From an optimization exercise on the open Yosys and OpenROAD flow, aimed at small area and a short achievable clock period; shortcuts taken in it are not production practice.
The RTL was checked by simulation tests, not by an equivalence proof against the original design.

// aes_round_core
module aes_round_core (
	input logic i_clk,
	input logic i_rst,
	input logic i_valid,
	input logic i_decrypt,
	input logic i_skip_mix,
	input aes_gf_pkg::aes_state_t i_state,
	output logic o_valid,
	output aes_gf_pkg::aes_state_t o_state
);
	localparam int N_SB = 3;
	aes_gf_pkg::aes_state_t lane_bytes;
	aes_gf_pkg::aes_state_t mixed;
	logic [N_SB:0] valid_d;
	logic [N_SB:0] dec_d;
	logic [N_SB:0] skip_d;
	assign valid_d[0] = i_valid;
	assign dec_d[0] = i_decrypt;
	assign skip_d[0] = i_skip_mix;
	for (genvar i = 0; i < N_SB; i++)
	begin : g_ctrl
		always_ff @(posedge i_clk)
		begin
			dec_d[i+1] <= dec_d[i];
			skip_d[i+1] <= skip_d[i];
			if (i_rst)
				valid_d[i+1] <= 1'b0;
			else
				valid_d[i+1] <= valid_d[i];
		end
	end
	aes_sbox_lane_s u_lane0 (
		.i_clk(i_clk),
		.i_dec_in(dec_d[0]),
		.i_dec_out(dec_d[2]),
		.i_byte_enc(i_state[127:120]),
		.o_byte(lane_bytes[127:120])
	);
	aes_sbox_lane u_lane1 (
		.i_clk(i_clk),
		.i_dec_in(dec_d[0]),
		.i_dec_out(dec_d[2]),
		.i_byte_enc(i_state[87:80]),
		.i_byte_dec(i_state[23:16]),
		.o_byte(lane_bytes[119:112])
	);
	aes_sbox_lane_s u_lane2 (
		.i_clk(i_clk),
		.i_dec_in(dec_d[0]),
		.i_dec_out(dec_d[2]),
  ...
Size: ~4700 cells after synthesis, roughly 630 flip-flops, about 260 I/O pins.
Settings: LEC_CHECK=0, CAP_MARGIN=20, CORE_MARGIN=2, CORE_UTILIZATION=40, SETUP_SLACK_MARGIN=3.1, SLEW_MARGIN=20, SYNTH_HIERARCHICAL=1; clock period 5.5 ns.
standard.sh (not shown) runs the stock make flow with config.mk's settings and CLKGATE_MAP_FILE= SYNTH_SCRIPT=/design/flow/synth_recipe.tcl, a recipe that flattens the netlist after the stock synthesis.
==> flow/flow/run.sh <==
#!/bin/bash
# The standard layout (the standard.sh, all ORFS steps unchanged), except
# that buffer_ports uses buf_1 cells for the input and output port buffers
# instead of the delay buffer it picks by default; repair still resizes them.
set -e
export BUFFER_PORTS_ARGS="-buffer_cell sky130_fd_sc_hd__buf_1"
bash standard.sh > standard.log 2>&1
Next try:
--- a/flow/config.mk
+++ b/flow/config.mk
@@ -9,5 +9,5 @@
 export CORE_MARGIN = 2
 export CORE_UTILIZATION = 40
-export SETUP_SLACK_MARGIN = 3.1
+export SETUP_SLACK_MARGIN = 3.0
 export SLEW_MARGIN = 20
 export SYNTH_HIERARCHICAL = 1
=> The new run produced a clean layout. Sequential share of layout area rose by 0.85 points. Via count fell by 1.5%. Cell count fell by 1.1%. Setup slack gets worse by 77 ps. Area after synthesis is unchanged. Final area fell by 3.3%. Die area does not change. Synthesized cell count does not change.
Next try:
--- a/flow/config.mk
+++ b/flow/config.mk
@@ -6,8 +6,8 @@
 export NUM_CORES = 4
 export LEC_CHECK = 0
-export CAP_MARGIN = 20
+export CAP_MARGIN = 10
 export CORE_MARGIN = 2
 export CORE_UTILIZATION = 40
 export SETUP_SLACK_MARGIN = 3.0
-export SLEW_MARGIN = 20
+export SLEW_MARGIN = 10
 export SYNTH_HIERARCHICAL = 1
Outcome: The changed run produced a clean layout. Fmax is unchanged. Sequential share of layout area is unchanged. Worst hold slack stays the same. Sequential cell count is unchanged. Design area is unchanged. Routed wire length is unchanged. Core utilization is unchanged. Via count does not change.
Next try:
--- a/flow/config.mk
+++ b/flow/config.mk
@@ -6,8 +6,9 @@
 export NUM_CORES = 4
 export LEC_CHECK = 0
-export CAP_MARGIN = 10
+export CAP_MARGIN = 20
 export CORE_MARGIN = 2
-export CORE_UTILIZATION = 40
+export CORE_UTILIZATION = 50
+export PLACE_DENSITY = 0.75
 export SETUP_SLACK_MARGIN = 3.0
-export SLEW_MARGIN = 10
+export SLEW_MARGIN = 20
 export SYNTH_HIERARCHICAL = 1
After rerunning: Hold slack barely changes; core utilization grows by 11 points.
Next try:
--- a/flow/config.mk
+++ b/flow/config.mk
@@ -8,5 +8,5 @@
 export CAP_MARGIN = 20
 export CORE_MARGIN = 2
-export CORE_UTILIZATION = 50
+export CORE_UTILIZATION = 40
 export PLACE_DENSITY = 0.75
 export SETUP_SLACK_MARGIN = 3.0
The changed run finished with timing, DRC and antenna clean.
Via count is about the same.
Non-clock buffer count shrinks by 8.
Global-route usage decreases by 3.6 points.
Routed wire length came out higher by 2.4%.
Synthesized area stays the same.
Die area rises by 25%.

---

run 3:
Another version of the RTL of aes_round_core (not shown whole).
Size in the first run: about 4400 cells after synthesis, about 590 flip-flops, about 0.041 mm^2 of cells after synthesis.
Settings: LEC_CHECK=0, CAP_MARGIN=20, CORE_MARGIN=2, CORE_UTILIZATION=40, SETUP_SLACK_MARGIN=2.2, SLEW_MARGIN=20, SYNTH_HIERARCHICAL=1; clock period 5.5 ns.
run.sh (not shown) runs the stock make flow with config.mk's settings and CLKGATE_MAP_FILE= SYNTH_SCRIPT=/design/flow/synth_recipe.tcl, a recipe that flattens the netlist after the stock synthesis.
Stock flow here: none of the scripts above is used.
Run 3 finished every step from synthesis to the final layout, and the layout passed the timing, design-rule and antenna checks.
Inputs modified between run 3 and run 2:
- changing SETUP_SLACK_MARGIN from 2.2 to 2.6
==> run summary <==
- On number of global-route vias before repair, run 2 tracks run 3 almost exactly.
- Going from run 3 to run 2, the fraction of cell area in non-clock buffers was found to have gone up by 0.45 points.
- Relative to run 3, the post-cts gate resize count of run 2 is higher by 2.
- Re horizontal die dimension: no difference whatsoever between run 2 and run 3.

-- afterwards: timing with drivers on the ports --
The flow's constraints put no driver on any port. The routed layouts listed below were extracted and timed again, unchanged, in two steps. Step 1 (the two cells are an assumption about what drives the block):
set clk [get_ports {i_clk}]
set_driving_cell -lib_cell sky130_fd_sc_hd__clkbuf_16 $clk
set_driving_cell -lib_cell sky130_fd_sc_hd__buf_2 [delete_from_list [all_inputs] $clk]
Step 2 adds t to the input delays and takes it off the output delays; t is the mean of the earliest and latest rising clock arrival at the registers after step 1. Input paths then give back, and output paths get back, about the clock's delay inside the block. Slacks: ideal ports / drivers / drivers and shift; pairs: ideal ports / drivers.
| run | t, ns | setup WS [ns] | latest minus earliest clock arrival (ns) | worst register clock-pin slew, ns | pins driven straight from the clock port |
|---|---|---|---|---|---|
| the first run of note 1 | 0.702 | 3.143 / 3.131 / 2.838 | 0.029 / 0.029 | 0.07 / 0.07 | 1 |
| the second run of note 1 | 0.704 | 3.066 / 3.066 / 2.584 | 0.026 / 0.026 | 0.07 / 0.07 | 1 |
| the third run of note 1 | 0.704 | 3.066 / 3.066 / 2.584 | 0.026 / 0.026 | 0.07 / 0.07 | 1 |
| the fourth run of note 1 | 0.667 | 2.990 / 2.990 / 2.777 | 0.029 / 0.029 | 0.07 / 0.07 | 1 |
| the fifth run of note 1 | 0.668 | 3.054 / 2.990 / 2.727 | 0.030 / 0.030 | 0.07 / 0.07 | 1 |
| run 3 | 0.684 | 2.392 / 2.392 / 2.392 | 0.016 / 0.017 | 0.06 / 0.06 | 1 |
| run 2 | 0.680 | 2.702 / 2.635 / 2.463 | 0.025 / 0.026 | 0.06 / 0.06 | 1 |
After both steps every run listed still meets setup and hold.
